This design comes from an exercise in tuning for small area on the open sky130 flow, not from production work.
Where RTL was checked, it was by simulation tests only, not by an equivalence proof against the original.
Function not checked in run 1: the RTL went through the layout flow alone.
Power and IR drop assume default switching activity. The clock port is modelled as an ideal driver; clocking choices that lean on that would not hold on a real chip.

### flow/design.v
`default_nettype none
package hdep_pkg;
   localparam logic [1:0] ST_OK        = 2'd0;
   localparam logic [1:0] ST_DAY_LONG  = 2'd1;
   localparam logic [1:0] ST_YEAR_LONG = 2'd2;
endpackage
`default_nettype wire
`default_nettype none
module http_date_to_epoch_parser (
   input  wire logic               clock,
   input  wire logic               reset,
   input  wire logic [7:0]         req_text_byte,
   input  wire logic               req_first,
   input  wire logic               req_push,
   output logic                    req_full,
   output logic [1:0]              rsp_status,
   output logic signed [39:0]      rsp_epoch_seconds,
   output logic                    rsp_empty,
   input  wire logic               rsp_pop,
   input  wire logic               csr_valid,
   output logic                    csr_ready,
   input  wire logic signed [17:0] csr_zone_offset
);
   localparam logic [2:0] P_IDLE = 3'd0;
   localparam logic [2:0] P_SKIP = 3'd1;
   localparam logic [2:0] P_DAY  = 3'd2;
   localparam logic [2:0] P_MON  = 3'd3;
   localparam logic [2:0] P_YEAR = 3'd4;
   localparam logic [2:0] P_TIME = 3'd5;
   logic [2:0]  ph;
   logic [2:0]  cnt;
   logic        done;
   logic [6:0]  day_v, hour_v, min_v, sec_v;
   logic [3:0]  mc;
   logic [15:0] yb;
   logic        accept, first, is_sp, is_dig, take;
   logic [7:0]  ch;
   logic [3:0]  dg;
   logic [3:0]  vsel;
   logic [6:0]  acc10;
   logic [3:0]  mnext;
   logic        fin0, fin1, fin2, fin_any;
   assign ch     = req_text_byte;
   assign dg     = ch[3:0];
   assign accept = req_push && !req_full;
   assign first  = accept && req_first;
   assign is_sp  = (ch == 8'h20);
   assign is_dig = (ch[7:4] == 4'h3) && (ch[3:0] <= 4'd9);
   assign take   = is_dig && !done;
   always_comb begin
      if (ph == P_DAY)
         vsel = day_v[3:0];
      else if (cnt[2:1] == 2'b00)
         vsel = hour_v[3:0];
      else if (cnt[2] == 1'b0 || cnt == 3'd4)
         vsel = min_v[3:0];
      else if (cnt == 3'd6)
         vsel = 4'd0;
      else
         vsel = sec_v[3:0];
      acc10 = {vsel, 3'b000} + {2'b00, vsel, 1'b0} + {3'b000, dg};
   end
   always_comb begin
      mnext = 4'd15;
      case (cnt[1:0])
         2'd0: begin
            case (ch)
               8'h4A: mnext = 4'd0;    
               8'h46: mnext = 4'd1;    
               8'h4D: mnext = 4'd2;    
               8'h41: mnext = 4'd3;    
               8'h53: mnext = 4'd8;    
               8'h4F: mnext = 4'd9;    
               8'h4E: mnext = 4'd10;   
               8'h44: mnext = 4'd11;   
               default: mnext = 4'd15;
            endcase
         end
         2'd1: begin
            case ({mc, ch})
               {4'd0,  8'h61}: mnext = 4'd0;    
               {4'd0,  8'h75}: mnext = 4'd5;    
               {4'd1,  8'h65}: mnext = 4'd1;    
               {4'd2,  8'h61}: mnext = 4'd2;    
               {4'd3,  8'h70}: mnext = 4'd3;    
               {4'd3,  8'h75}: mnext = 4'd7;    
               {4'd8,  8'h65}: mnext = 4'd8;    
               {4'd9,  8'h63}: mnext = 4'd9;    
               {4'd10, 8'h6F}: mnext = 4'd10;   
               {4'd11, 8'h65}: mnext = 4'd11;   
               default:        mnext = 4'd15;
            endcase
         end
         default: begin
            case ({mc, ch})
               {4'd0,  8'h6E}: mnext = 4'd0;    
               {4'd5,  8'h6E}: mnext = 4'd5;    
               {4'd5,  8'h6C}: mnext = 4'd6;    
               {4'd1,  8'h62}: mnext = 4'd1;    
               {4'd2,  8'h72}: mnext = 4'd2;    
               {4'd2,  8'h79}: mnext = 4'd4;    
               {4'd3,  8'h72}: mnext = 4'd3;    
               {4'd7,  8'h67}: mnext = 4'd7;    
               {4'd8,  8'h70}: mnext = 4'd8;    
               {4'd9,  8'h74}: mnext = 4'd9;    
               {4'd10, 8'h76}: mnext = 4'd10;   
               {4'd11, 8'h63}: mnext = 4'd11;   
               default:        mnext = 4'd15;
            endcase
         end
      endcase
   end
   assign fin0    = accept && !req_first && (ph == P_TIME) && (cnt == 3'd7);
   assign fin1    = accept && !req_first && (ph == P_DAY) && !is_sp && (cnt == 3'd2);
   assign fin2    = accept && !req_first && (ph == P_YEAR) && !is_sp && (cnt == 3'd4);
   assign fin_any = fin0 || fin1 || fin2;
   always_ff @(posedge clock) begin
      if (reset) begin
         ph <= P_IDLE;
      end else if (accept) begin
         if (req_first) begin
            ph <= P_SKIP;
         end else begin
            case (ph)
               P_SKIP: if (cnt == 3'd3) ph <= P_DAY;
               P_DAY:  if (is_sp) ph <= P_MON; else if (cnt == 3'd2) ph <= P_IDLE;
               P_MON:  if (is_sp) ph <= P_YEAR;
               P_YEAR: if (is_sp) ph <= P_TIME; else if (cnt == 3'd4) ph <= P_IDLE;
               P_TIME: if (cnt == 3'd7) ph <= P_IDLE;
               default: ph <= ph;
            endcase
         end
      end
   end
   always_ff @(posedge clock) begin
      if (accept) begin
         if (req_first) begin
            cnt    <= 3'd0;
            done   <= 1'b0;
            day_v  <= 7'd0;
            hour_v <= 7'd0;
            min_v  <= 7'd0;
            yb     <= 16'd0;
         end else begin
            case (ph)
               P_SKIP: cnt <= (cnt == 3'd3) ? 3'd0 : cnt + 3'd1;
               P_DAY: begin
                  if (is_sp) begin
                     cnt  <= 3'd0;
                     done <= 1'b0;
                  end else if (cnt != 3'd2) begin
                     cnt  <= cnt + 3'd1;
                     done <= done || !is_dig;
                     if (take) day_v <= acc10;
                  end
               end
               P_MON: begin
                  if (is_sp) begin
                     cnt <= 3'd0;
                     mc  <= (cnt == 3'd3 && mc != 4'd15) ? mc : 4'd0;
                  end else begin
                     if (cnt < 3'd3) mc <= mnext;
                     if (cnt != 3'd4) cnt <= cnt + 3'd1;
                  end
               end
               P_YEAR: begin
                  if (is_sp) begin
                     cnt  <= 3'd0;
                     done <= 1'b0;
                  end else if (cnt != 3'd4) begin
                     cnt  <= cnt + 3'd1;
                     done <= done || !is_dig;
                     if (take) yb <= {yb[11:0], dg};
                  end
               end
               P_TIME: begin
                  cnt <= cnt + 3'd1;
                  case (cnt)
                     3'd0, 3'd1: begin
                        done <= done || !is_dig;
                        if (take) hour_v <= acc10;
                     end
                     3'd3, 3'd4: begin
                        done <= done || !is_dig;
                        if (take) min_v <= acc10;
                     end
                     3'd6: begin
                        done  <= !is_dig;
                        sec_v <= is_dig ? acc10 : 7'd0;
                     end
                     3'd7: begin
                        if (take) sec_v <= acc10;
                     end
                     default: done <= 1'b0;
                  endcase
               end
               default: ;
            endcase
         end
      end
   end
   logic [17:0] zr, zw;
   assign csr_ready = 1'b1;
   assign zw = {zr[17], ~zr[16:0]};
   always_ff @(posedge clock) begin
      if (reset)
         zr <= 18'd0;
      else if (csr_valid)
         zr <= csr_zone_offset;
   end
   logic        hor, sh1, shs, s60, sss, swf, srdy;
   logic [1:0]  hj;
   logic [38:0] x;
   logic [38:0] p1, p2, sum;
   logic [10:0] p3;
   logic        h_ready, n_ready, x_en, go;
   logic [3:0]  gbits;
   logic [22:0] g;
   logic        y_mod4, y_mod100, y_mod400, leap, lc;
   logic [9:0]  tdoy;
   logic        wr_x;
   localparam logic [38:0] K3 = 39'h7FFFEF87FB;    
   assign h_ready = (ph == P_TIME) && (cnt >= 3'd2);
   assign n_ready = (ph == P_TIME) && (cnt >= 3'd5);
   assign go      = (ph == P_TIME) && !first;
   assign gbits = {yb[12 + hj], yb[8 + hj], yb[4 + hj], yb[hj]};
   always_comb begin
      case (gbits)
         4'd0:    g = 23'h000000;
         4'd1:    g = 23'h00111F;
         4'd2:    g = 23'h00AB36;
         4'd3:    g = 23'h00BC55;
         4'd4:    g = 23'h06B013;
         4'd5:    g = 23'h06C132;
         4'd6:    g = 23'h075B49;
         4'd7:    g = 23'h076C68;
         4'd8:    g = 23'h42E0BE;
         4'd9:    g = 23'h42F1DD;
         4'd10:   g = 23'h438BF4;
         4'd11:   g = 23'h439D13;
         4'd12:   g = 23'h4990D1;
         4'd13:   g = 23'h49A1F0;
         4'd14:   g = 23'h4A3C07;
         default: g = 23'h4A4D26;
      endcase
   end
   assign y_mod4   = !yb[0] && !(yb[4] ^ yb[1]);
   assign y_mod100 = (yb[7:0] == 8'd0);
   assign y_mod400 = y_mod100 && !yb[8] && !(yb[12] ^ yb[9]);
   assign leap     = y_mod100 ? y_mod400 : y_mod4;
   assign lc       = leap && (mc[3:1] == 3'd0);
   always_comb begin
      case (mc)
         4'd0:    tdoy = lc ? 10'd3 : 10'd6;
         4'd1:    tdoy = lc ? 10'd96 : 10'd99;
         4'd2:    tdoy = 10'd183;
         4'd3:    tdoy = 10'd276;
         4'd4:    tdoy = 10'd366;
         4'd5:    tdoy = 10'd459;
         4'd6:    tdoy = 10'd549;
         4'd7:    tdoy = 10'd642;
         4'd8:    tdoy = 10'd735;
         4'd9:    tdoy = 10'd825;
         4'd10:   tdoy = 10'd918;
         default: tdoy = 10'd1008;
      endcase
   end
   logic h3, hs_go, s60_go, sh1_go, x_hold;
   assign h3     = hor && !sh1;
   assign hs_go  = shs && h_ready;
   assign s60_go = s60 && (sss || n_ready);
   assign sh1_go = sh1 && (!shs || h_ready);
   assign x_hold = !hor && !hs_go && !s60_go;
   always_comb begin
      for (int i = 0; i < 39; i++) begin
         p1[i] = (s60_go && i >= 6 && x[(i >= 6) ? i - 6 : 0])
               | (x_hold && x[i])
               | (sh1_go && i >= 1 && x[(i >= 1) ? i - 1 : 0])
               | (h3 && K3[i]);
      end
      if (hor && hj[1] != hj[0]) p1[0] = ~(yb[4] ^ yb[1]);
      if (hor && hj == 2'd0) p1[0] = ~yb[0];
      for (int i = 0; i < 39; i++) begin
         p2[i] = (hor && i < 23 && g[(i < 23) ? i : 0])
               | (hs_go && i == 2 && !yb[0])
               | (s60_go && (i < 2 ? (i == 0 || !sss) : !x[(i >= 2) ? i - 2 : 0]))
               | (wr_x && i < 18 && zw[(i < 18) ? i : 0]);
      end
      if (hor && sh1 && hj == 2'd2)      p3 = {1'd0, tdoy};
      else if (hor && hj == 2'd1)        p3 = {2'd0, day_v, {2{~(yb[12] ^ yb[9])}}};
      else if (hor && hj == 2'd0)        p3 = {2'd0, day_v, {2{~yb[8]}}};
      else if (hs_go)                    p3 = {4'd0, hour_v};
      else if (s60_go && !sss)           p3 = 11'd1408 | {4'd0, min_v};
      else if (s60_go)                   p3 = 11'd512 | {4'd0, sec_v};
      else                               p3 = 11'd0;
   end
   logic [38:0] csa_s, csa_c, pp, gg, cy;
   logic [9:0]  grp_g, grp_p;
   logic [10:0] grp_c;
   always_comb begin
      csa_s = p1 ^ p2 ^ {28'd0, p3};
      csa_c = {(p1[37:0] & p2[37:0]) | (p1[37:0] & {27'd0, p3}) | (p2[37:0] & {27'd0, p3}), 1'b0};
      pp = csa_s ^ csa_c;
      gg = csa_s & csa_c;
      grp_c[0] = 1'b0;
      for (int k = 0; k < 10; k++) begin
         grp_g[k] = 1'b0;
         grp_p[k] = 1'b1;
         for (int i = 0; i < 4; i++) begin
            if (4*k + i < 39) begin
               grp_g[k] = gg[4*k+i] | (pp[4*k+i] & grp_g[k]);
               grp_p[k] = grp_p[k] & pp[4*k+i];
            end
         end
         grp_c[k+1] = grp_g[k] | (grp_p[k] & grp_c[k]);
      end
      for (int k = 0; k < 10; k++) begin
         for (int i = 0; i < 4; i++) begin
            if (4*k + i < 39) begin
               if (i == 0)
                  cy[4*k] = grp_c[k];
               else
                  cy[4*k+i] = gg[4*k+i-1] | (pp[4*k+i-1] & cy[4*k+i-1]);
            end
         end
      end
      sum = pp ^ cy;
   end
   logic [38:0] ring [9];
   logic [3:0]  wd, rc;
   logic [1:0]  pe0, pe1;
   logic        hv;
   logic [1:0]  hs;
   logic [38:0] he;
   logic        pop, space, wr_e, wr_any, rd_now, err_tap;
   logic [38:0] tap, wword;
   assign tap     = ring[8];
   assign pop     = rsp_pop && hv;
   logic rd_al;
   assign rd_al   = (wd == rc) || (rc == 4'd9 && wd == 4'd0);
   assign rd_now  = rd_al && (rc != 4'd0) && (!hv || pop);
   assign space   = (rc != 4'd9) || rd_now;
   assign wr_x    = srdy && (wd == 4'd0) && space;
   assign wr_e    = !srdy && (pe0 != 2'd0) && (wd == 4'd0) && space;
   assign wr_any  = wr_x || wr_e;
   assign wword   = wr_x ? sum : {3'b100, 35'd0, pe0[1]};
   assign err_tap = tap[38] && !tap[37] && !tap[36];
   logic       xh, np0, np1;
   assign xh  = sss || srdy;
   assign np0 = (pe0 != 2'd0);
   assign np1 = (pe1 != 2'd0);
   always_comb begin
      case (rc)
         4'd9:    req_full = (hv && (xh || np0)) || (xh && np0) || np1;
         4'd8:    req_full = (hv && xh && np0) || (hv && np1) || (xh && np1);
         4'd7:    req_full = hv && xh && np1;
         default: req_full = 1'b0;
      endcase
   end
   assign rsp_empty         = !hv;
   assign rsp_status        = hs;
   assign rsp_epoch_seconds = {he[38], he};
   assign x_en = hor || (shs && h_ready) || (s60 && (sss || n_ready));
   always_ff @(posedge clock) begin
      x <= sum;
   end
   always_ff @(posedge clock) begin
      if (reset) begin
         hor  <= 1'b0;
         sh1  <= 1'b0;
         shs  <= 1'b0;
         s60  <= 1'b0;
         sss  <= 1'b0;
         swf  <= 1'b0;
         srdy <= 1'b0;
         hj   <= 2'd3;
      end else if (srdy) begin
         if (wr_x) begin
            srdy <= 1'b0;
            hor  <= go;
            hj   <= 2'd3;
         end
      end else if (s60 && sss) begin
         s60  <= 1'b0;
         sss  <= 1'b0;
         srdy <= 1'b1;
      end else if (first) begin
         hor <= 1'b0;
         sh1 <= 1'b0;
         shs <= 1'b0;
         s60 <= 1'b0;
         swf <= 1'b0;
         hj  <= 2'd3;
      end else if (hor) begin
         hj  <= hj - 2'd1;
         sh1 <= 1'b1;
         if (hj == 2'd0) begin
            hor <= 1'b0;
            shs <= 1'b1;
         end
      end else if (shs) begin
         if (h_ready) begin
            shs <= 1'b0;
            sh1 <= 1'b0;
            s60 <= 1'b1;
         end
      end else if (s60) begin
         if (n_ready) begin
            if (fin0) sss <= 1'b1;
            else begin
               s60 <= 1'b0;
               swf <= 1'b1;
            end
         end
      end else if (swf) begin
         if (fin0) begin
            swf <= 1'b0;
            s60 <= 1'b1;
            sss <= 1'b1;
         end
      end else begin
         hor <= go;
         hj  <= 2'd3;
      end
   end
   always_ff @(posedge clock) begin
      ring[0] <= wr_any ? wword : tap;
      for (int i = 1; i < 9; i++) ring[i] <= ring[i-1];
   end
   always_ff @(posedge clock) begin
      if (rd_now) begin
         hs <= err_tap ? (tap[0] ? 2'd2 : 2'd1) : 2'd0;
         he <= err_tap ? 39'd0 : tap;
      end
   end
   always_ff @(posedge clock) begin
      logic [1:0] n0, n1;
      if (reset) begin
         wd  <= 4'd0;
         rc  <= 4'd0;
         hv  <= 1'b0;
         pe0 <= 2'd0;
         pe1 <= 2'd0;
      end else begin
         wd  <= wr_any ? 4'd0 : ((wd == 4'd0) ? 4'd8 : wd - 4'd1);
         rc  <= rc + {3'd0, wr_any} - {3'd0, rd_now};
         hv  <= rd_now || (hv && !pop);
         n0 = wr_e ? pe1 : pe0;
         n1 = wr_e ? 2'd0 : pe1;
         if (fin1 || fin2) begin
            if (n0 == 2'd0) n0 = fin2 ? 2'd2 : 2'd1;
            else            n1 = fin2 ? 2'd2 : 2'd1;
         end
         pe0 <= n0;
         pe1 <= n1;
      end
   end
endmodule
`default_nettype wire
### flow/config.mk
export PLATFORM = sky130hd
export DESIGN_NAME = http_date_to_epoch_parser
export DESIGN_NICKNAME = http_date_to_epoch_parser
export VERILOG_FILES = /design/flow/design.v
export SDC_FILE = /design/flow/constraint.sdc
export NUM_CORES = 4
export LEC_CHECK = 0
export ABC_AREA = 1
export CAP_MARGIN = 20
export CORE_MARGIN = 2
export CORE_UTILIZATION = 70
export SLEW_MARGIN = 20
### flow/standard.sh
#!/bin/bash
# synth_recipe.tcl (not shown) runs the flow's synth.tcl, then flattens the netlist and writes it again
# the make line also repeats each setting of config.mk as NAME=value (left out here)
make -C /OpenROAD-flow-scripts/flow DESIGN_CONFIG=/design/flow/config.mk WORK_HOME=/design/flow/orfs CLKGATE_MAP_FILE= SYNTH_SCRIPT=/design/flow/synth_recipe.tcl "${@:-finish}"
### flow/constraint.sdc
create_clock -name core_clock -period 8.0 [get_ports {clock}]
set_input_delay 1.6000 -clock core_clock [delete_from_list [all_inputs] [get_ports {clock}]]
set_output_delay 1.6000 -clock core_clock [all_outputs]
set_load 0.01 [all_outputs]
### flow/flow/run.sh
#!/bin/bash
# Standard layout with two placement/CTS options changed:
#  - port buffers use the smallest buffer cell (every port still gets one);
#  - the clock tree is built without dummy load cells.
# Everything else, synthesis included, is the standard flow (standard.sh).
set -e
export BUFFER_PORTS_ARGS="-buffer_cell sky130_fd_sc_hd__buf_1"
export CTS_ARGS="-sink_clustering_enable -repair_clock_nets -dont_use_dummy_load -sink_clustering_size 24 -sink_clustering_max_diameter 100 -buf_list sky130_fd_sc_hd__clkbuf_16"
bash standard.sh > standard.log 2>&1
==> results of run 1 <==
==> area by class of cell <==
type,count,share of cell area
sequential,526,0.554
multi-input combinational,1112,0.333
inverter,224,0.0407
clock buffer,25,0.0303
tap,372,0.0225
timing repair buffer,89,0.0187
==> synth_stat cells, types with 28 or more instances <==
cell type / n / area [sq um]
nand2_1: 285 / 1070
ha_1: 95 / 1190
nor2_1: 229 / 860
edfxtp_1: 93 / 2790
inv_1: 206 / 773
fa_1: 42 / 841
o21ai_0: 107 / 536
a21oi_1: 72 / 360
nand4_1: 28 / 175
clkbuf_1: 32 / 120
dfxtp_1: 433 / 8670
nand3_1: 48 / 240
==> power groups by stage <==
stage / Sequential [mW] / Combinational, mW / Clock (mW)
floorplan: 3.59 / 0.391 / 0
global placement: 3.58 / 0.623 / 0
detailed placement: 3.62 / 0.653 / 0
CTS: 3.58 / 0.664 / 1.33
global route: 3.63 / 0.747 / 1.42
finish: 3.57 / 0.659 / 1.31
==> cell families (layout without fill, tap and decap cells) <==
family                   after synthesis  in the layout  synth area share
flip-flops                           526            526             0.590
buffers and inverters                278            338            0.0560
AO/OA/AOI/OAI                        296            296            0.0935
XOR/XNOR                              24             24            0.0112
AND/OR/NAND/NOR                      654            654             0.144
adder cells (fa/ha/maj)              137            137             0.105
other                                  1              1          0.000193
==> layer usage <==
metal / part of all wire / up-vias / global-route usage
met3: 0.057 / 98 / 0.0326
li1: - / 6388 / -
met4: 0.039 / 0 / 0.110
met5: 0 / - / 0
met2: 0.48 / 474 / 0.485
met1: 0.42 / 6243 / 0.377
==> worst max-delay path by stage <==
stage,slack (ns),to,cells past startpoint,startpoint
floorplan,1.35,ring[0][38],37,rsp_pop
global placement,0.97,ring[0][38],39,rsp_pop
detailed placement,0.81,ring[0][38],39,rsp_pop
CTS,0.86,ring[0][38],40,hj[0]
global route,0.16,ring[0][38],40,hj[0]
finish,0.77,ring[0][38],40,hj[0]
==> sequential cells by signal, summed over array words and instances (netlist names), 3 cells and up <==
register	count
hour_v	7
yb	16
cnt	3
he	39
day_v	7
x	39
rc	4
min_v	7
sec_v	7
mc	4
zr	18
ring	351
wd	4
ph	3
==> cells in the final DEF (no fill, tap or decap), drive strengths merged, types with 4 or more instances in the layout <==
cell,synthesis,final
dfxtp,433,433
nand2,293,293
nor2,238,238
inv,221,221
o21ai,116,116
ha,95,95
edfxtp,93,93
buf,22,89
a21oi,73,73
nand3,51,51
fa,42,42
nand4,28,28
clkbuf,32,25
nor3,24,24
o211ai,23,23
o22ai,17,17
xor2,15,15
o221ai,14,14
o2111ai,12,12
xnor2,9,9
nor4,7,7
a211oi,7,7
a31oi,7,7
or2,7,7
o21a,6,6
a22oi,5,5
o31ai,4,4
==> worst reg2reg max path, delay by kind of cell (launching register included) <==
kind,cells,cell delay (ns)
AO/OA/AOI/OAI,5,1.19
XOR/XNOR,3,0.58
adder cells (fa/ha/maj),7,2.43
buffers and inverters,6,0.75
flip-flops,1,0.46
AND/OR/NAND/NOR,19,1.70
==> per-stage QoR <==
step | worst slack, ns | instances | cell area [sq um] | hold slack [ns]
floorplan | 1.35 | 1916 | 19400 | 0.310
global placement | 0.967 | 2323 | 20000 | 0.310
detailed placement | 0.811 | 2323 | 20000 | 0.312
CTS | 0.859 | 2348 | 20700 | 0.293
global route | 0.163 | 2348 | 20700 | 0.302
finish | 0.765 | 2348 | 20700 | 0.295
==> flow_metrics.tcl, run 1 <==
set metrics [dict create \
    power_density_nw_per_um2 268 \
    hold_viol_final 0 \
    vdd_drop_max_mv 0.239 \
    async_flop_share 0 \
    fmax_mhz 138 \
    synth_warnings 2 \
    setup.worst_path.end_class "register" \
    report.final.slew_viol_count 0 \
    drt_wl_total_mm 40.9 \
    clkPwrFrac 0.237 \
    vias 13200 \
    rrSetupSlack_ns 0.77 \
    area_delta_synth_final_pct 6.46 \
    multi_input_area_sq_um 6890 \
    ios 77 \
    setup_tns_ns 0 \
    drtPass1Iterations 8 \
    crit_slowest_cell "fa_1" \
    cpMostUsedCell "nand2_1" \
    crit_arrival_ns 7.67 \
    start_util 0.716 \
    switching_share 0.252 \
    nets 2147 \
    start_kind "register" \
    holdPathStages 0 \
    cp_top_family "adder cells" \
    synth_cell_types 65 \
    relSlewSlack 0.441 \
    wire_per_inst_um 17.4 \
    dieWidth_um 171 \
    postSynthAreaPerCell_sq_um 10.1 \
    clock_sinks 526 \
    grt_usage 0.285 \
    synthCells 1916 \
    worstPathMaxFanout 14 \
    holdBufCountCts 0 \
    crit_buf_inv 6 \
    grt_max_degree 42 \
    worst_ep_required_time_ns 8.43 \
    rsz0062_at_grt "false" \
    seqCellArea_sq_um 11500 \
    drtAntennaViolNets 0 \
    intPower_mw 4.14 \
    fill_cells 1816 \
    cpPeakStageDelay_ns 0.52 \
    whs_endpoint "ring[4][9]" \
    power.leakage_nw 9.07 \
    cts_buffers 25 \
    ys_seq_elements 526 \
    netlist_area_sq_um 19400 \
    ctsHtreeMaxLevel 1 \
    ys.flop_type "dfxtp_1" \
    r2r_cells 40 \
    synth.net_count 2085 \
    synth-edff-count 93 \
    cts_root_buf "clkbuf_16" \
    cts_resized 0 \
    grt_pass1_vias 13000 \
    cts_tree "yes" \
    hp-start "ring[3][9]" \
    status "finished clean" \
    num_rows 60 \
    period_share 0.904 \
    core_sq_um 27100 \
    pwr-share-seq 0.644 \
    clk_latency_ns 0.56 \
    layout_min_cycle_time_ns 7.23 \
    combPwrFrac 0.119 \
    crit_type "register to register" \
    via_per_inst 5.62 \
    place_congestion 0.993 \
    fin_skew_ns 0.0387 \
    r2r_end "ring[0][38]" \
    drt_iter0_markers 1111 \
    grt_pass1_wl_mm 65.3 \
    path_clk_slew_ns 0.10 \
    portBuffers 75 \
    hp-class "register to register" \
    dp_hpwl_mm 29.1 \
    ys_seq_area_frac 0.590 \
    antenna_cells 0 \
    maxCapViolCount 0 \
    power_mw 5.54 \
    dieArea_sq_um 29100 \
    die_y_um 171 \
    drc 0 \
    tightest_slew_ns 0.837 \
    fin_util 0.763 \
    grt.overflow.total 0 \
    setup_violations 0 \
    clockBufferDepth 3 \
    grt_antenna_before_repair 0 \
    drive_gt1_frac 0.0491 \
    r2r_start "hj[0]" \
    post_cts_buffers 0 \
    p_sw_mw 1.39 \
]
==> run 2, diff against run 1 <==
--- a/flow/design.v
+++ b/flow/design.v
@@ -158,5 +158,5 @@
                   if (is_sp) begin
                      cnt <= 3'd0;
-                     mc  <= (cnt == 3'd3 && mc != 4'd15) ? mc : 4'd0;
+                     if (cnt != 3'd3) mc <= 4'd15;
                   end else begin
                      if (cnt < 3'd3) mc <= mnext;
@@ -249,8 +249,8 @@
    assign y_mod400 = y_mod100 && !yb[8] && !(yb[12] ^ yb[9]);
    assign leap     = y_mod100 ? y_mod400 : y_mod4;
-   assign lc       = leap && (mc[3:1] == 3'd0);
+   assign lc       = leap && (mc[3:1] == 3'd0 || mc == 4'd15);
    always_comb begin
       case (mc)
-         4'd0:    tdoy = lc ? 10'd3 : 10'd6;
+         4'd0, 4'd15: tdoy = lc ? 10'd3 : 10'd6;
          4'd1:    tdoy = lc ? 10'd96 : 10'd99;
          4'd2:    tdoy = 10'd183;
==> run 2 against run 1 <==
Worst hold slack better by 0.024 ns. Wire length rose by 3.4%. Power shrank 1.4%. Die area fell by 0.46%. Clock skew about the same. Register-to-register slack better by 0.22 ns. Synthesized cell count fell by 0.21%. Combinational power down 11%. Critical path type unchanged. Largest cell class unchanged. Largest power group unchanged.
==> flow_metrics.tcl, run 2 <==
set metrics [dict create \
    synthCells 1912 \
    stdcell_area_sq_um 20500 \
    reg_top3 "ring: 351 flops, he: 39 flops, x: 39 flops" \
    ctsHtreeMaxLevel 1 \
    status "finished clean" \
    place_congestion 0.948 \
    period_share 0.876 \
    netlist_area_sq_um 19300 \
    grt_usage 0.299 \
    fmax_mhz 143 \
    clockBufferDepth 3 \
    vdd_drop_max_mv 0.246 \
    r2r_end "ring[0][38]" \
    drive_gt1_frac 0.0396 \
    synth_common_cells "dfxtp_1, nand2_1, nor2_1" \
    ys.flop_type "dfxtp_1" \
    final_common_cell "dfxtp_1" \
    synth.net_count 2081 \
    fill_cells 1870 \
    via_per_inst 5.75 \
    cts_root_buf "clkbuf_16" \
    area_delta_synth_final_pct 6.16 \
    report.final.slew_viol_count 0 \
    yosysMostFrequentCell "dfxtp_1" \
    worst_ep_required_time_ns 8.44 \
    drt_iter0_markers 1313 \
    r2r_cells 42 \
    worstPathMaxFanout 14 \
    cts_resized 0 \
    post_cts_buffers 0 \
    holdBufCountCts 0 \
    crit_type "register to register" \
    setup.worst_path.end_class "register" \
    dp_cells 2288 \
    power_density_nw_per_um2 266 \
    relSlewSlack 0.402 \
    ios 77 \
    synth_top_area_frac 0.449 \
    hold_viol_final 0 \
    grt.overflow.total 0 \
    hp-class "register to register" \
    rrSetupSlack_ns 0.99 \
    num_rows 60 \
    power.leakage_nw 9.11 \
    rsz0062_at_grt "false" \
    holdPathStages 0 \
    nets 2143 \
    synth_cell_types 57 \
    tightest_slew_ns 0.896 \
    largest_register "ring" \
    layout_min_cycle_time_ns 7.01 \
    final_cells 2313 \
    yosys.area.top_type "dfxtp_1" \
    grt_max_degree 42 \
    cpMostUsedCell "nand2_1" \
    met2_usage 0.524 \
    whs_endpoint "ring[7][34]" \
    ys_seq_area_frac 0.593 \
    wire_per_inst_um 18.3 \
    ys_seq_elements 526 \
    busiest_layer "met2" \
    largest_reg_flops 351 \
    portBuffers 75 \
    grt_pass1_vias 13300 \
    cpPeakStageDelay_ns 0.62 \
    dp_hpwl_mm 30.0 \
    crit_slowest_cell "dfxtp_1" \
    vias 13300 \
    start_kind "register" \
    antenna_cells 0 \
    async_flop_share 0 \
    power_mw 5.46 \
    seqCellArea_sq_um 11500 \
    path_clk_slew_ns 0.10 \
    hp-start "ring[6][34]" \
    cts_buffers 25 \
    crit_buf_inv 6 \
    synth.area.top_cells "dfxtp_1, edfxtp_1, ha_1" \
    postSynthAreaPerCell_sq_um 10.1 \
    maxCapViolCount 0 \
    multi_input_area_sq_um 6750 \
    die_y_um 170 \
    grt_pass1_wl_mm 67.8 \
    core_sq_um 27000 \
    placed_cell_area_sq_um 19900 \
    drtAntennaViolNets 0 \
    drt_wl_total_mm 42.3 \
    grt_antenna_before_repair 0 \
    cts_tree "yes" \
    use_met3 0.0402 \
    dieWidth_um 170 \
    dieArea_sq_um 29000 \
    synth-edff-count 93 \
    met1_usage 0.384 \
    synth_warnings 2 \
    drc 0 \
    cp_top_family "adder cells" \
    r2r_start "hj[0]" \
    clk_latency_ns 0.57 \
    clock_sinks 526 \
    setup_tns_ns 0 \
    start_util 0.715 \
    crit_arrival_ns 7.45 \
    final_cell_mix "dfxtp_1, nand2_1, nor2_1" \
    setup_violations 0 \
    fin_skew_ns 0.0384 \
    hold_slack_ns 0.318 \
    drtPass1Iterations 7 \
]
run 2: stage by stage:
step,setup WS [ns],util
final,0.989,0.759
after global routing,0.310,0.759
after CTS,1.02,0.759
after detailed placement,0.759,0.736
after global placement,0.892,0.736
after floorplan,1.35,-
run 2: cell type report:
type	count	area share
repair buffers	88	0.0185
clock buffers	25	0.0305
multi-input cells	1102	0.329
inverters	231	0.0425
well taps	341	0.0208
flip-flops and latches	526	0.559
run 2: layer usage:
layer  up-vias  part of all wire
li1       6363                 -
met1      6347              0.42
met2       487              0.49
met3       103             0.058
met4         0             0.032
met5         -                 0
run 2: power by group:
part           switching (mW)  total [mW]  internal, mW
clock                   0.763        1.32         0.558
sequential              0.201        3.55          3.35
combinational           0.401       0.586         0.185
total                    1.36        5.46          4.09
run 2: logic make-up (layout without fill, tap and decap cells):
group | after synthesis | count (layout) | synth area share
XOR/XNOR | 21 | 21 | 0.00952
other | 1 | 1 | 0.000194
adder cells (fa/ha/maj) | 137 | 137 | 0.105
flip-flops | 526 | 526 | 0.593
AND/OR/NAND/NOR | 656 | 656 | 0.142
buffers and inverters | 284 | 344 | 0.0581
AO/OA/AOI/OAI | 287 | 287 | 0.0926
run 2: how the worst max path moves through the flow:
stage                       start          end  cells past startpoint
final                       hj[0]  ring[0][38]                     42
after CTS                   hj[0]  ring[0][38]                     42
after detailed placement  rsp_pop  ring[0][38]                     39
after global routing        hj[0]  ring[0][38]                     42
after global placement    rsp_pop  ring[0][38]                     39
after floorplan           rsp_pop  ring[0][38]                     40
run 2: worst register-to-register path: cells and delay by family, from the launching register on:
| family | cells | cell delay (ns) |
|---|---|---|
| and+or+nand+nor | 22 | 1.81 |
| adders and majority gates | 7 | 2.46 |
| xor gates and xnor gates | 2 | 0.39 |
| buffers and inverters | 6 | 0.46 |
| AOI/OAI and AO/OA | 5 | 1.18 |
| DFF | 1 | 0.62 |
==> run 3, diff against run 2 <==
--- a/flow/flow/run.sh
+++ b/flow/flow/run.sh
@@ -6,4 +6,4 @@
 set -e
 export BUFFER_PORTS_ARGS="-buffer_cell sky130_fd_sc_hd__buf_1"
-export CTS_ARGS="-sink_clustering_enable -repair_clock_nets -dont_use_dummy_load -sink_clustering_size 24 -sink_clustering_max_diameter 100 -buf_list sky130_fd_sc_hd__clkbuf_16"
+export CTS_ARGS="-sink_clustering_enable -repair_clock_nets -dont_use_dummy_load -sink_clustering_size 28 -sink_clustering_max_diameter 100 -buf_list sky130_fd_sc_hd__clkbuf_16"
 bash standard.sh > standard.log 2>&1
--- a/flow/config.mk
+++ b/flow/config.mk
@@ -7,6 +7,6 @@
 export LEC_CHECK = 0
 export ABC_AREA = 1
-export CAP_MARGIN = 20
+export CAP_MARGIN = 10
 export CORE_MARGIN = 2
-export CORE_UTILIZATION = 70
-export SLEW_MARGIN = 20
+export CORE_UTILIZATION = 75
+export SLEW_MARGIN = 10
==> run 3 against run 2 <==
Final area decreased by 0.49%. Synthesized area stayed put. Largest power group unchanged. Core utilization is 4.9 points higher. Critical endpoint unchanged. Wire length rose by 7.2%. Sequential power is essentially flat.
==> flow_metrics.tcl, run 3 <==
set metrics [dict create \
    fmax_mhz 140 \
    reg_top3 "ring: 351 flops, he: 39 flops, x: 39 flops" \
    cts_tree "yes" \
    yosysMostFrequentCell "dfxtp_1" \
    dieWidth_um 165 \
    synth_common_cells "dfxtp_1, nand2_1, nor2_1" \
    final_common_cell "dfxtp_1" \
    synth.net_count 2081 \
    drtAntennaViolNets 0 \
    power_mw 5.41 \
    grt_antenna_before_repair 0 \
    grt_usage 0.341 \
    maxCapViolCount 0 \
    report.final.slew_viol_count 0 \
    antenna_cells 0 \
    postSynthAreaPerCell_sq_um 10.1 \
    period_share 0.891 \
    largest_reg_flops 351 \
    synth-edff-count 93 \
    clk_latency_ns 0.56 \
    fin_skew_ns 0.0414 \
    setup_ws_ns 0.872 \
    core_sq_um 25300 \
    via_per_inst 5.97 \
    multi_input_area_sq_um 6750 \
    power_density_nw_per_um2 265 \
    hold_viol_final 0 \
    post_cts_buffers 0 \
    status "finished clean" \
    drt_wl_total_mm 45.3 \
    worstPathMaxFanout 14 \
    stdcell_area_sq_um 20400 \
    vdd_drop_max_mv 0.371 \
    drt_iter0_markers 1780 \
    hp-start "ring[7][28]" \
    tightest_slew_ns 1.09 \
    grt.overflow.total 0 \
    r2r_end "ring[0][38]" \
    synth_warnings 2 \
    crit_slowest_cell "dfxtp_1" \
    cts_resized 0 \
    start_util 0.765 \
    r2r_start "hj[0]" \
    cts_root_buf "clkbuf_16" \
    ctsHtreeMaxLevel 1 \
    setup_tns_ns 0 \
    grt_pass1_wl_mm 71.5 \
    place_congestion 0.951 \
    dp_cells 2276 \
    ios 77 \
    cpMostUsedCell "nand2_1" \
    yosys.area.top_type "dfxtp_1" \
    area_delta_synth_final_pct 5.64 \
    drtPass1Iterations 10 \
    whs_endpoint "ring[8][28]" \
    start_kind "register" \
    clockBufferDepth 3 \
    synth.area.top_cells "dfxtp_1, edfxtp_1, ha_1" \
    holdBufCountCts 0 \
    vias 13700 \
    final_cell_mix "dfxtp_1, nand2_1, nor2_1" \
    crit_arrival_ns 7.57 \
    synthCells 1912 \
    ys.flop_type "dfxtp_1" \
    ys_seq_area_frac 0.593 \
    holdPathStages 0 \
    crit_type "register to register" \
    cts_buffers 22 \
    portBuffers 75 \
    nets 2139 \
    fill_cells 1548 \
    dieArea_sq_um 27100 \
    placed_cell_area_sq_um 19900 \
    worst_ep_required_time_ns 8.44 \
    ys_seq_elements 526 \
    final_cells 2298 \
    synth_top_area_frac 0.449 \
    seqCellArea_sq_um 11500 \
    grt_pass1_vias 13700 \
    setup_violations 0 \
    netlist_area_sq_um 19300 \
    grt_max_degree 42 \
    largest_register "ring" \
    drc 0 \
    hold_slack_ns 0.313 \
    power.leakage_nw 9.07 \
    fin_util 0.808 \
    hp-class "register to register" \
    r2r_cells 42 \
    wire_per_inst_um 19.7 \
    synth_cell_types 57 \
    clock_sinks 526 \
    cpPeakStageDelay_ns 0.62 \
    die_y_um 165 \
    dp_slack_ns 0.801 \
    async_flop_share 0 \
    relSlewSlack 0.269 \
    drive_gt1_frac 0.0371 \
    dp_hpwl_mm 30.9 \
    layout_min_cycle_time_ns 7.13 \
    rrSetupSlack_ns 0.87 \
    num_rows 58 \
    path_clk_slew_ns 0.11 \
    crit_start "hj[0]" \
    setup.worst_path.end_class "register" \
    rsz0062_at_grt "false" \
]
[run 3: cell type report]
class | count | area share
Multi-Input combinational cell | 1102 | 0.331
Sequential cell | 526 | 0.561
Clock buffer | 22 | 0.0270
Inverter | 231 | 0.0427
Timing Repair Buffer | 87 | 0.0182
Tap cell | 330 | 0.0202
[run 3: worst max path at each step]
stage	slack (ns)	to	cells past startpoint
floorplan	1.35	ring[0][38]	40
global placement	0.94	ring[0][38]	39
detailed placement	0.80	ring[0][38]	39
CTS	1.0	ring[0][38]	42
global route	0.19	ring[0][38]	42
finish	0.87	ring[0][38]	42
[run 3: metal layers]
layer	vias to the layer above	routed length, um	GRT usage
li1	6346	-	-
met1	6462	17500	0.432
met2	737	22100	0.585
met3	185	3290	0.0414
met4	0	2440	0.167
met5	-	0	0
[run 3: cells by family after synthesis]
| family | after synthesis | synth area share |
|---|---|---|
| flops | 526 | 0.593 |
| other cells | 1 | 0.000194 |
| buf+inv | 284 | 0.0581 |
| xor+xnor | 21 | 0.00952 |
| fa+ha+maj | 137 | 0.105 |
| compound gates | 287 | 0.0926 |
| simple gates | 656 | 0.142 |
[run 3: power breakdown]
| part | leakage, nW | switching, mW | internal (mW) | total [mW] |
|---|---|---|---|---|
| Combinational | 4.37 | 0.415 | 0.186 | 0.601 |
| Clock | 0.271 | 0.750 | 0.497 | 1.25 |
| Sequential | 4.43 | 0.213 | 3.35 | 3.57 |
| Total | 9.07 | 1.38 | 4.03 | 5.41 |
[run 3: worst max-delay path, delay by kind of cell (launching register included)]
| family | cells | cell delay (ns) |
|---|---|---|
| compound gates | 5 | 1.16 |
| xor+xnor | 2 | 0.38 |
| buf+inv | 6 | 0.43 |
| fa+ha+maj | 7 | 2.50 |
| flops | 1 | 0.62 |
| simple gates | 22 | 1.90 |
==> run 4, diff against run 3 <==
--- a/flow/config.mk
+++ b/flow/config.mk
@@ -7,6 +7,7 @@
 export LEC_CHECK = 0
 export ABC_AREA = 1
-export CAP_MARGIN = 10
+export CAP_MARGIN = 20
 export CORE_MARGIN = 2
 export CORE_UTILIZATION = 75
-export SLEW_MARGIN = 10
+export GPL_TIMING_DRIVEN = 0
+export SLEW_MARGIN = 20
==> run 4 against run 3 <==
Sequential power is essentially flat. Still clean on timing, DRC and antenna. Wire length shrank 0.49%. Core utilization grew 0.77 points. Worst hold slack gained 0.0097 ns. Non-clock buffer count grew 41. Die area is the same. Combinational power grew 1%. Critical path type unchanged. Cell count grew 1.8%.
==> flow_metrics.tcl, run 4 <==
set metrics [dict create \
    power_mw 5.42 \
    maxCapViolCount 0 \
    cts_buffers 22 \
    setup_violations 0 \
    netlist_area_sq_um 19300 \
    synthMuxAreaShare 0 \
    grt_usage 0.334 \
    ys_seq_area_frac 0.593 \
    r2r_cells 43 \
    grt_antenna_before_repair 0 \
    fin_skew_ns 0.0401 \
    r2r_end "ring[0][38]" \
    dp_cells 2317 \
    portBuffers 73 \
    fmax_mhz 135 \
    yosysMostFrequentCell "dfxtp_1" \
    layout_min_cycle_time_ns 7.41 \
    vias 13800 \
    ys_seq_elements 526 \
    stdcell_area_sq_um 20600 \
    drc 0 \
    drt_iter0_markers 1564 \
    hold_slack_ns 0.323 \
    yosys.area_share.simple 0.142 \
    synth.net_count 2081 \
    hold_viol_final 0 \
    status "finished clean" \
    via_per_inst 5.90 \
    synth_common_cells "dfxtp_1, nand2_1, nor2_1" \
    post_cts_buffers 0 \
    yosys.area.top_type "dfxtp_1" \
    setup_ws_ns 0.589 \
    final_cells 2339 \
    grt.overflow.total 0 \
    antenna_cells 0 \
    synth_fa_ha_area_frac 0.105 \
    largest_reg_flops 351 \
    drt_wl_total_mm 45.1 \
    clockBufferDepth 3 \
    placed_cell_area_sq_um 20100 \
    path_clk_slew_ns 0.11 \
    setup.worst_path.end_class "register" \
    postSynthAreaPerCell_sq_um 10.1 \
    holdBufCountCts 0 \
    largest_register "ring" \
    synth-xor-area-share 0.00952 \
    final_common_cell "dfxtp_1" \
    crit_type "register to register" \
    ios 77 \
    dieArea_sq_um 27100 \
    place_congestion 0.964 \
    hp-class "register to register" \
    report.final.slew_viol_count 0 \
    core_sq_um 25300 \
    dieWidth_um 165 \
    fin_util 0.816 \
    reg_top3 "ring: 351 flops, he: 39 flops, x: 39 flops" \
    tightest_slew_ns 0.884 \
    synth-edff-count 93 \
    nets 2180 \
    hp-start "ring[7][28]" \
    final_cell_mix "dfxtp_1, nand2_1, nor2_1" \
    synth.area.top_cells "dfxtp_1, edfxtp_1, ha_1" \
    drtPass1Iterations 6 \
    synth-compound-area-share 0.0926 \
    r2r_start "hj[0]" \
    holdPathStages 0 \
    worst_ep_required_time_ns 8.46 \
    ctsHtreeMaxLevel 1 \
    start_kind "register" \
    rrSetupSlack_ns 0.59 \
    grt_max_degree 34 \
    rsz0062_at_grt "false" \
    drive_gt1_frac 0.0428 \
    area_delta_synth_final_pct 6.65 \
    clk_latency_ns 0.56 \
    synth_top_area_frac 0.449 \
    num_rows 58 \
    dp_hpwl_mm 32.0 \
    ys.flop_type "dfxtp_1" \
    period_share 0.926 \
    worstPathMaxFanout 10 \
    clock_sinks 526 \
    wire_per_inst_um 19.3 \
    async_flop_share 0 \
    fill_cells 1487 \
    vdd_drop_max_mv 0.369 \
    synth_warnings 2 \
    power.leakage_nw 9.16 \
    crit_slowest_cell "a32oi_1" \
    dp_slack_ns 0.310 \
    start_util 0.765 \
    cpMostUsedCell "nand2_1" \
    whs_endpoint "ring[8][28]" \
    synth_top_family_by_area "simple AND/OR/NAND/NOR gates" \
    crit_arrival_ns 7.87 \
    synthCells 1912 \
    cts_root_buf "clkbuf_16" \
    power_density_nw_per_um2 263 \
    cpPeakStageDelay_ns 0.56 \
    grt_pass1_wl_mm 70.2 \
    relSlewSlack 0.411 \
    cts_tree "yes" \
    cts_resized 0 \
    die_y_um 165 \
    drtAntennaViolNets 0 \
    setup_tns_ns 0 \
    synth_cell_types 57 \
    grt_pass1_vias 13700 \
]
==> run 4: final cells by class <==
type / instances / area (sq um) / share of cell area
timing repair buffer: 75 / 305 / 0.0148
multi-input combinational: 1102 / 6760 / 0.328
buffer: 53 / 250 / 0.0121
sequential: 526 / 11500 / 0.556
inverter: 231 / 872 / 0.0423
tap: 330 / 413 / 0.0200
clock buffer: 22 / 551 / 0.0267
==> run 4: report_power, final <==
part           internal, mW  switching (mW)
registers              3.35           0.208
clock network         0.496           0.753
logic                 0.197           0.412
total                  4.04            1.37
==> run 4: critical path, delay by kind of cell, from the launching register on <==
| family | cells | cell delay (ns) |
|---|---|---|
| fa+ha+maj | 7 | 2.49 |
| flops | 1 | 0.47 |
| xor+xnor | 2 | 0.35 |
| simple gates | 22 | 2.03 |
| buf+inv | 7 | 0.74 |
| compound gates | 5 | 1.19 |
==> run 4: cell families after synthesis <==
kind of cell	after synthesis
DFF	526
AOI/OAI and AO/OA	287
xor gates and xnor gates	21
other	1
adders and majority gates	137
buffers and inverters	284
and+or+nand+nor	656
==> run 4: how the worst max path moves through the flow <==
| stage | from | end | slack, ns | depth (start not counted) |
|---|---|---|---|---|
| detailed placement | rsp_pop | ring[0][38] | 0.31 | 41 |
| global placement | rsp_pop | ring[0][38] | 0.54 | 41 |
| finish | hj[0] | ring[0][38] | 0.59 | 43 |
| global route | hj[0] | ring[0][38] | 0.03 | 43 |
| floorplan | rsp_pop | ring[0][38] | 1.35 | 40 |
| CTS | hj[1] | ring[0][38] | 0.57 | 43 |
==> run 4: metal layers <==
| metal | vias to the layer above | global-route usage | wire length, um |
|---|---|---|---|
| met2 | 644 | 0.575 | 21600 |
| met1 | 6518 | 0.426 | 18200 |
| met5 | - | 0 | 0 |
| met3 | 179 | 0.0455 | 3240 |
| met4 | 0 | 0.141 | 2090 |
| li1 | 6454 | - | - |
==> run 5, diff against run 4 <==
--- a/flow/config.mk
+++ b/flow/config.mk
@@ -9,5 +9,4 @@
 export CAP_MARGIN = 20
 export CORE_MARGIN = 2
-export CORE_UTILIZATION = 75
-export GPL_TIMING_DRIVEN = 0
+export CORE_UTILIZATION = 80
 export SLEW_MARGIN = 20
==> run 5 against run 4 <==
Via count grew 3.2%. Clock-buffer cell count unchanged. Setup slack better by 0.014 ns. Still clean on timing, DRC and antenna. Clock power about the same. Largest cell class unchanged. Critical endpoint unchanged. Critical path type unchanged. Cell count is 2.2% lower.
==> flow_metrics.tcl, run 5 <==
set metrics [dict create \
    final_cells 2288 \
    ys_seq_area_frac 0.593 \
    cts_tree "yes" \
    r2r_start "hj[0]" \
    area_delta_synth_final_pct 5.63 \
    relSlewSlack 0.257 \
    synth_top_area_frac 0.449 \
    start_kind "register" \
    crit_type "register to register" \
    holdBufCountCts 0 \
    synthCells 1912 \
    dieWidth_um 159 \
    use_met3 0.0852 \
    power_density_nw_per_um2 266 \
    reg_top3 "ring: 351 flops, he: 39 flops, x: 39 flops" \
    clk_latency_ns 0.56 \
    via_per_inst 6.22 \
    drt_wl_total_mm 48.4 \
    synth_warnings 2 \
    synth_common_cells "dfxtp_1, nand2_1, nor2_1" \
    fin_skew_ns 0.0433 \
    period_share 0.925 \
    vias 14200 \
    worstPathMaxFanout 14 \
    setup_tns_ns 0 \
    rsz0062_at_grt "false" \
    met2_usage 0.639 \
    cts_resized 0 \
    setup_violations 0 \
    drive_gt1_frac 0.0376 \
    yosysMostFrequentCell "dfxtp_1" \
    r2r_cells 42 \
    dp_cells 2266 \
    layout_min_cycle_time_ns 7.40 \
    final_cell_mix "dfxtp_1, nand2_1, nor2_1" \
    portBuffers 75 \
    start_util 0.818 \
    hp-class "register to register" \
    holdPathStages 0 \
    clockBufferDepth 3 \
    grt_pass1_wl_mm 76.8 \
    drtAntennaViolNets 0 \
    vdd_drop_max_mv 0.288 \
    netlist_area_sq_um 19300 \
    drc 0 \
    clock_sinks 526 \
    setup.worst_path.end_class "register" \
    synth.area.top_cells "dfxtp_1, edfxtp_1, ha_1" \
    ys_seq_elements 526 \
    cts_root_buf "clkbuf_16" \
    ctsHtreeMaxLevel 1 \
    ys.flop_type "dfxtp_1" \
    drt_iter0_markers 1949 \
    crit_arrival_ns 7.85 \
    synth_cell_types 57 \
    grt.overflow.total 0 \
    place_congestion 0.969 \
    path_clk_slew_ns 0.11 \
    die_y_um 159 \
    crit_slowest_cell "dfxtp_1" \
    power.leakage_nw 9.07 \
    fmax_mhz 135 \
    grt_usage 0.386 \
    synth.net_count 2081 \
    status "finished clean" \
    busiest_layer "met2" \
    grt_pass1_vias 14400 \
    cpPeakStageDelay_ns 0.61 \
    hold_viol_final 0 \
    drtPass1Iterations 9 \
    fill_cells 1073 \
    largest_register "ring" \
    largest_reg_flops 351 \
    final_common_cell "dfxtp_1" \
    yosys.area.top_type "dfxtp_1" \
    ios 77 \
    dp_slack_ns 0.679 \
    wire_per_inst_um 21.2 \
    worst_ep_required_time_ns 8.45 \
    grt_max_degree 43 \
    maxCapViolCount 0 \
    num_rows 56 \
    synth-edff-count 93 \
    core_sq_um 23600 \
    postSynthAreaPerCell_sq_um 10.1 \
    post_cts_buffers 0 \
    hp-start "ring[7][38]" \
    placed_cell_area_sq_um 19900 \
    nets 2140 \
    grt_antenna_before_repair 0 \
    crit_start "hj[0]" \
    report.final.slew_viol_count 0 \
    dieArea_sq_um 25400 \
    tightest_slew_ns 1.11 \
    dp_hpwl_mm 32.8 \
    cpMostUsedCell "nand2_1" \
    met1_usage 0.480 \
    antenna_cells 0 \
    async_flop_share 0 \
    setup_ws_ns 0.603 \
    cts_buffers 22 \
    hold_slack_ns 0.311 \
    stdcell_area_sq_um 20400 \
]
-- run 5: cell count changes in the layout (fill, tap and decap cells not counted), moves of 2 or more --
cell / delta
buf_2: -14
buf_1: -2
buf_6: -3
buf_4: +8
clkbuf_1: -28
-- run 5: final cells by class --
cell class | count | area, sq um | area share
Sequential cell | 526 | 11500 | 0.561
Clock buffer | 22 | 551 | 0.0270
Multi-Input combinational cell | 1102 | 6750 | 0.331
Inverter | 231 | 872 | 0.0427
Timing Repair Buffer | 88 | 379 | 0.0186
Tap cell | 319 | 399 | 0.0196
-- run 5: path summary, 6_finish.rpt --
check           endpoint  slack, ns
min          ring[8][38]       0.31
max reg2reg  ring[0][38]       0.60
min reg2reg  ring[8][38]       0.31
max          ring[0][38]       0.60
-- run 5: logic make-up after synthesis --
kind of cell / Yosys count / share of synthesized area
buffers and inverters: 284 / 0.0581
other: 1 / 0.000194
DFF: 526 / 0.593
xor gates and xnor gates: 21 / 0.00952
adders and majority gates: 137 / 0.105
AOI/OAI and AO/OA: 287 / 0.0926
and+or+nand+nor: 656 / 0.142
-- run 5: per-stage QoR --
step | util | power [mW]
2_1_floorplan | - | 3.91
3_3_place_gp | 0.841 | 4.10
3_5_place_dp | 0.841 | 4.21
4_1_cts | 0.865 | 5.43
5_1_grt | 0.865 | 5.63
6_report | 0.865 | 5.44
-- run 5: metal layers --
layer  wire length [um]  up-vias
met2              22800     1004
li1                   -     6361
met5                  0        -
met1              17600     6593
met4               3030        0
met3               4960      281
-- run 5: critical path: cells and delay by family, from the launching register on --
| kind | cells | cell delay [ns] |
|---|---|---|
| fa+ha+maj | 7 | 2.51 |
| simple gates | 22 | 2.01 |
| compound gates | 5 | 1.29 |
| flops | 1 | 0.61 |
| buf+inv | 6 | 0.46 |
| xor+xnor | 2 | 0.40 |
-- run 5: power breakdown --
part | internal [mW] | switching, mW
clock network | 0.497 | 0.760
registers | 3.35 | 0.224
logic | 0.187 | 0.420
total | 4.04 | 1.40
==> run 6, diff against run 5 <==
--- a/flow/config.mk
+++ b/flow/config.mk
@@ -9,4 +9,4 @@
 export CAP_MARGIN = 20
 export CORE_MARGIN = 2
-export CORE_UTILIZATION = 80
+export CORE_UTILIZATION = 75
 export SLEW_MARGIN = 20
==> run 6 against run 5 <==
Fmax rose by 4.7%. Sequential share of layout area barely moved. Combinational power down 1%. Synthesized area stayed put. Sequential cell count is the same. Cell count is 0.44% higher. First-iteration DRC count fell by 19%. Power decreased by 0.49%. Synthesized cell count unchanged. Highest routed layer unchanged.
==> flow_metrics.tcl, run 6 <==
set metrics [dict create \
    status "finished clean" \
    synth_top_area_frac 0.449 \
    start_util 0.765 \
    crit_arrival_ns 7.51 \
    crit_slowest_cell "dfxtp_1" \
    layout_min_cycle_time_ns 7.06 \
    dp_hpwl_mm 30.8 \
    fin_util 0.809 \
    holdBufCountCts 0 \
    multi_input_area_sq_um 6750 \
    largest_register "ring" \
    tightest_slew_ns 1.10 \
    grt_antenna_before_repair 0 \
    synth.net_count 2081 \
    post_cts_buffers 0 \
    portBuffers 75 \
    synth.area.top_cells "dfxtp_1, edfxtp_1, ha_1" \
    cts_root_buf "clkbuf_16" \
    grt_pass1_vias 13600 \
    seqCellArea_sq_um 11500 \
    hp-class "register to register" \
    yosysMostFrequentCell "dfxtp_1" \
    postSynthAreaPerCell_sq_um 10.1 \
    power_density_nw_per_um2 265 \
    ctsHtreeMaxLevel 1 \
    worst_ep_required_time_ns 8.44 \
    ios 77 \
    synth_common_cells "dfxtp_1, nand2_1, nor2_1" \
    relSlewSlack 0.261 \
    cpPeakStageDelay_ns 0.63 \
    clock_sinks 526 \
    area_delta_synth_final_pct 5.66 \
    nets 2139 \
    synthCells 1912 \
    fmax_mhz 142 \
    path_clk_slew_ns 0.11 \
    cts_resized 0 \
    ys_seq_elements 526 \
    final_cell_mix "dfxtp_1, nand2_1, nor2_1" \
    report.final.slew_viol_count 0 \
    hold_slack_ns 0.317 \
    final_cells 2298 \
    cpMostUsedCell "nand2_1" \
    cts_tree "yes" \
    final_common_cell "dfxtp_1" \
    wire_per_inst_um 19.6 \
    setup_violations 0 \
    fin_skew_ns 0.0375 \
    clockBufferDepth 3 \
    rsz0062_at_grt "false" \
    grt.overflow.total 0 \
    worstPathMaxFanout 14 \
    largest_reg_flops 351 \
    drive_gt1_frac 0.0376 \
    grt_pass1_wl_mm 70.4 \
    die_y_um 165 \
    drt_iter0_markers 1578 \
    antenna_cells 0 \
    async_flop_share 0 \
    drtAntennaViolNets 0 \
    ys_seq_area_frac 0.593 \
    hold_viol_final 0 \
    via_per_inst 5.92 \
    core_sq_um 25300 \
    vdd_drop_max_mv 0.335 \
    dieWidth_um 165 \
    synth_warnings 2 \
    num_rows 58 \
    clk_latency_ns 0.56 \
    yosys.area.top_type "dfxtp_1" \
    maxCapViolCount 0 \
    crit_type "register to register" \
    synth_cell_types 57 \
    cp_top_family "adder cells" \
    ys.flop_type "dfxtp_1" \
    grt_usage 0.336 \
    cts_buffers 22 \
    drtPass1Iterations 6 \
    synth-edff-count 93 \
    fill_cells 1555 \
    vias 13600 \
    netlist_area_sq_um 19300 \
    crit_buf_inv 6 \
    power.leakage_nw 9.07 \
    dp_cells 2276 \
    drt_wl_total_mm 45.0 \
    dieArea_sq_um 27100 \
    power_mw 5.41 \
    drc 0 \
    period_share 0.883 \
    reg_top3 "ring: 351 flops, he: 39 flops, x: 39 flops" \
    grt_max_degree 42 \
    place_congestion 0.951 \
    start_kind "register" \
    setup_tns_ns 0 \
    setup.worst_path.end_class "register" \
]
run 6: cell counts after synthesis:
No cell type changed its count.
run 6: through the flow:
stage | setup WS [ns] | area, sq um
finish | 0.936 | 20400
global route | 0.249 | 20400
CTS | 1.05 | 20400
detailed placement | 0.772 | 19900
global placement | 0.940 | 19900
floorplan | 1.35 | 19300
run 6: worst paths after layout:
| check | slack [ns] | start | end | cells past startpoint |
|---|---|---|---|---|
| setup / recovery | 0.94 | hj[0] | ring[0][38] | 42 |
| hold reg to reg | 0.32 | ring[5][35] | ring[6][35] | 0 |
| hold / removal | 0.32 | ring[5][35] | ring[6][35] | 0 |
| setup reg to reg | 0.94 | hj[0] | ring[0][38] | 42 |
run 6: layer usage:
metal	vias to the layer above	wire length, um	track usage
li1	6353	-	-
met3	169	3280	0.0442
met2	687	22000	0.580
met4	0	2270	0.157
met1	6398	17500	0.424
met5	-	0	0
run 6: power breakdown:
| group | internal, mW | total (mW) | switching, mW |
|---|---|---|---|
| Sequential | 3.35 | 3.57 | 0.214 |
| Clock | 0.497 | 1.25 | 0.753 |
| Combinational | 0.186 | 0.598 | 0.412 |
run 6: kinds of logic after synthesis:
kind of cell             synth area share
AND/OR/NAND/NOR                     0.142
XOR/XNOR                          0.00952
buffers and inverters              0.0581
adder cells (fa/ha/maj)             0.105
other                            0.000194
flip-flops                          0.593
AO/OA/AOI/OAI                      0.0926
run 6: layout make-up:
cell class	instances	share of cell area
Clock buffer	22	0.0270
Inverter	231	0.0427
Timing Repair Buffer	87	0.0182
Tap cell	330	0.0202
Sequential cell	526	0.561
Multi-Input combinational cell	1102	0.331
==> run 7, diff against run 6 <==
--- a/flow/flow/run.sh
+++ b/flow/flow/run.sh
@@ -6,4 +6,4 @@
 set -e
 export BUFFER_PORTS_ARGS="-buffer_cell sky130_fd_sc_hd__buf_1"
-export CTS_ARGS="-sink_clustering_enable -repair_clock_nets -dont_use_dummy_load -sink_clustering_size 28 -sink_clustering_max_diameter 100 -buf_list sky130_fd_sc_hd__clkbuf_16"
+export CTS_ARGS="-sink_clustering_enable -repair_clock_nets -dont_use_dummy_load -sink_clustering_size 30 -sink_clustering_max_diameter 100 -buf_list sky130_fd_sc_hd__clkbuf_16"
 bash standard.sh > standard.log 2>&1
==> run 7 against run 6 <==
Still clean on timing, DRC and antenna. Non-clock buffer count unchanged. Fmax shrank 1.2%. Worst hold slack got worse by 0.0094 ns. Critical path type unchanged. Critical endpoint unchanged.
==> flow_metrics.tcl, run 7 <==
set metrics [dict create \
    vdd_drop_max_mv 0.310 \
    setup_tns_ns 0 \
    reg_top3 "ring: 351 flops, he: 39 flops, x: 39 flops" \
    crit_start "hj[0]" \
    fin_skew_ns 0.0445 \
    power_mw 5.38 \
    largest_reg_flops 351 \
    crit_type "register to register" \
    netlist_area_sq_um 19300 \
    async_flop_share 0 \
    final_common_cell "dfxtp_1" \
    clockBufferDepth 3 \
    cpPeakStageDelay_ns 0.63 \
    seqCellArea_sq_um 11500 \
    worstPathMaxFanout 14 \
    synth.area.top_cells "dfxtp_1, edfxtp_1, ha_1" \
    drtPass1Iterations 6 \
    hold_slack_ns 0.308 \
    ys_seq_area_frac 0.593 \
    p_sw_mw 1.37 \
    tightest_slew_ns 1.10 \
    intPower_mw 4.01 \
    grt.overflow.total 0 \
    status "finished clean" \
    report.final.slew_viol_count 0 \
    grt_usage 0.330 \
    via_per_inst 5.90 \
    power_density_nw_per_um2 264 \
    portBuffers 75 \
    dieArea_sq_um 27100 \
    synth_warnings 2 \
    grt_antenna_before_repair 0 \
    num_rows 58 \
    synth_top_area_frac 0.449 \
    worst_ep_required_time_ns 8.45 \
    fill_cells 1570 \
    drtAntennaViolNets 0 \
    start_kind "register" \
    clkPwrFrac 0.228 \
    synthCells 1912 \
    synth_common_cells "dfxtp_1, nand2_1, nor2_1" \
    hp-start "ring[5][35]" \
    cpMostUsedCell "nand2_1" \
    wire_per_inst_um 19.1 \
    placed_cell_area_sq_um 19900 \
    cts_resized 0 \
    die_y_um 165 \
    power.leakage_nw 9.06 \
    synth_cell_types 57 \
    setup_violations 0 \
    postSynthAreaPerCell_sq_um 10.1 \
    ys_seq_elements 526 \
    relSlewSlack 0.256 \
    yosysMostFrequentCell "dfxtp_1" \
    synth.net_count 2081 \
    cts_buffers 21 \
    cts_root_buf "clkbuf_16" \
    drt_iter0_markers 1423 \
    grt_max_degree 42 \
    pwr-share-seq 0.662 \
    final_cell_mix "dfxtp_1, nand2_1, nor2_1" \
    start_util 0.765 \
    post_cts_buffers 0 \
    path_clk_slew_ns 0.12 \
    cts_tree "yes" \
    r2r_start "hj[0]" \
    combPwrFrac 0.110 \
    layout_min_cycle_time_ns 7.15 \
    ios 77 \
    maxCapViolCount 0 \
    multi_input_area_sq_um 6750 \
    clock_sinks 526 \
    dp_hpwl_mm 30.8 \
    ctsHtreeMaxLevel 1 \
    crit_arrival_ns 7.60 \
    yosys.area.top_type "dfxtp_1" \
    grt_pass1_wl_mm 69.5 \
    switching_share 0.254 \
    crit_slowest_cell "dfxtp_1" \
    clk_latency_ns 0.56 \
    area_delta_synth_final_pct 5.54 \
    fmax_mhz 140 \
    grt_pass1_vias 13500 \
    antenna_cells 0 \
    hold_viol_final 0 \
    nets 2138 \
    drc 0 \
    drt_wl_total_mm 43.9 \
    holdBufCountCts 0 \
    dieWidth_um 165 \
    largest_register "ring" \
    rsz0062_at_grt "false" \
    drive_gt1_frac 0.0371 \
    place_congestion 0.951 \
    period_share 0.894 \
    core_sq_um 25300 \
    hp-class "register to register" \
    synth-edff-count 93 \
    vias 13600 \
    stdcell_area_sq_um 20400 \
    ys.flop_type "dfxtp_1" \
    setup.worst_path.end_class "register" \
]
[run 7: per-stage QoR]
stage | setup slack [ns] | utilization | std cells
2_1_floorplan | 1.35 | - | 1912
3_3_place_gp | 0.940 | 0.787 | 2276
3_5_place_dp | 0.772 | 0.787 | 2276
4_1_cts | 0.956 | 0.808 | 2297
5_1_grt | 0.184 | 0.808 | 2297
6_report | 0.849 | 0.808 | 2297
[run 7: worst paths after layout]
| kind | to | slack [ns] | depth (start not counted) |
|---|---|---|---|
| hold reg to reg | ring[6][35] | 0.31 | 0 |
| setup / recovery | ring[0][38] | 0.85 | 42 |
| setup reg to reg | ring[0][38] | 0.85 | 42 |
| hold / removal | ring[6][35] | 0.31 | 0 |
[run 7: logic make-up after synthesis]
family	synth area share
xor+xnor	0.00952
simple gates	0.142
compound gates	0.0926
fa+ha+maj	0.105
buf+inv	0.0581
flops	0.593
other cells	0.000194
[run 7: layout make-up]
cell class	count	share of cell area
clock buffer	21	0.0258
inverter	231	0.0428
multi-input combinational	1102	0.331
sequential	526	0.562
tap	330	0.0202
timing repair buffer	87	0.0182
[run 7: worst max-delay path, delay by kind of cell (launching register included)]
kind / cells / cell delay [ns]
buffers and inverters: 6 / 0.46
AND/OR/NAND/NOR: 22 / 1.86
XOR/XNOR: 2 / 0.39
adder cells (fa/ha/maj): 7 / 2.50
AO/OA/AOI/OAI: 5 / 1.20
flip-flops: 1 / 0.63
[run 7: power groups by stage]
stage               Clock, mW  Combinational [mW]  Sequential, mW
global route             1.31               0.667            3.61
CTS                      1.22               0.594            3.57
global placement            0               0.550            3.55
finish                   1.22               0.594            3.56
detailed placement          0               0.583            3.61
floorplan                   0               0.343            3.56
[run 7: routing by layer]
layer	global-route usage	vias up	wire length [um]
met5	0	-	0
met4	0.149	0	2080
met3	0.0422	152	3180
met2	0.568	668	21200
met1	0.421	6374	17500
li1	-	6361	-

static timing again, ports no longer ideal:
In the flow no input, the clock included, has a driving cell. The finished layouts below were timed again as built, in two steps.
Step 1 sets driving cells, clkbuf_16 on the clock port and buf_2 on the other inputs (assumed; they add their load-dependent delay and slew).
Step 2 times the ports against the registers' clock, not the clock port: input delays grow and output delays shrink by t, the midpoint of the rising clock arrivals with the driver on.
Slacks: no drivers / after step 1 / after step 2; pairs: no drivers / after step 1.
| run | t (ns) | slack for setup (ns) | worst setup path at the end | latest minus earliest clock arrival (ns) | worst slew at a driven data input, ns |
|---|---|---|---|---|---|
| run 1 | 0.591 | 0.765 / 0.765 / 0.765 | register to register | 0.042 / 0.042 | 0.05 |
| run 2 | 0.601 | 0.989 / 0.989 / 0.732 | input to register | 0.040 / 0.041 | 0.04 |
| run 3 | 0.584 | 0.872 / 0.872 / 0.640 | input to register | 0.044 / 0.044 | 0.05 |
| run 4 | 0.596 | 0.589 / 0.589 / 0.084 | input to register | 0.040 / 0.040 | 0.04 |
| run 5 | 0.591 | 0.603 / 0.603 / 0.423 | input to register | 0.043 / 0.043 | 0.04 |
| run 6 | 0.586 | 0.936 / 0.936 / 0.706 | input to register | 0.039 / 0.038 | 0.05 |
| run 7 | 0.588 | 0.849 / 0.849 / 0.657 | input to register | 0.046 / 0.046 | 0.05 |
After both steps every run listed still meets setup and hold. For run 4, which loses most, drivers alone change the setup slack by 0.000 ns; drivers and shift together by -0.505 ns.
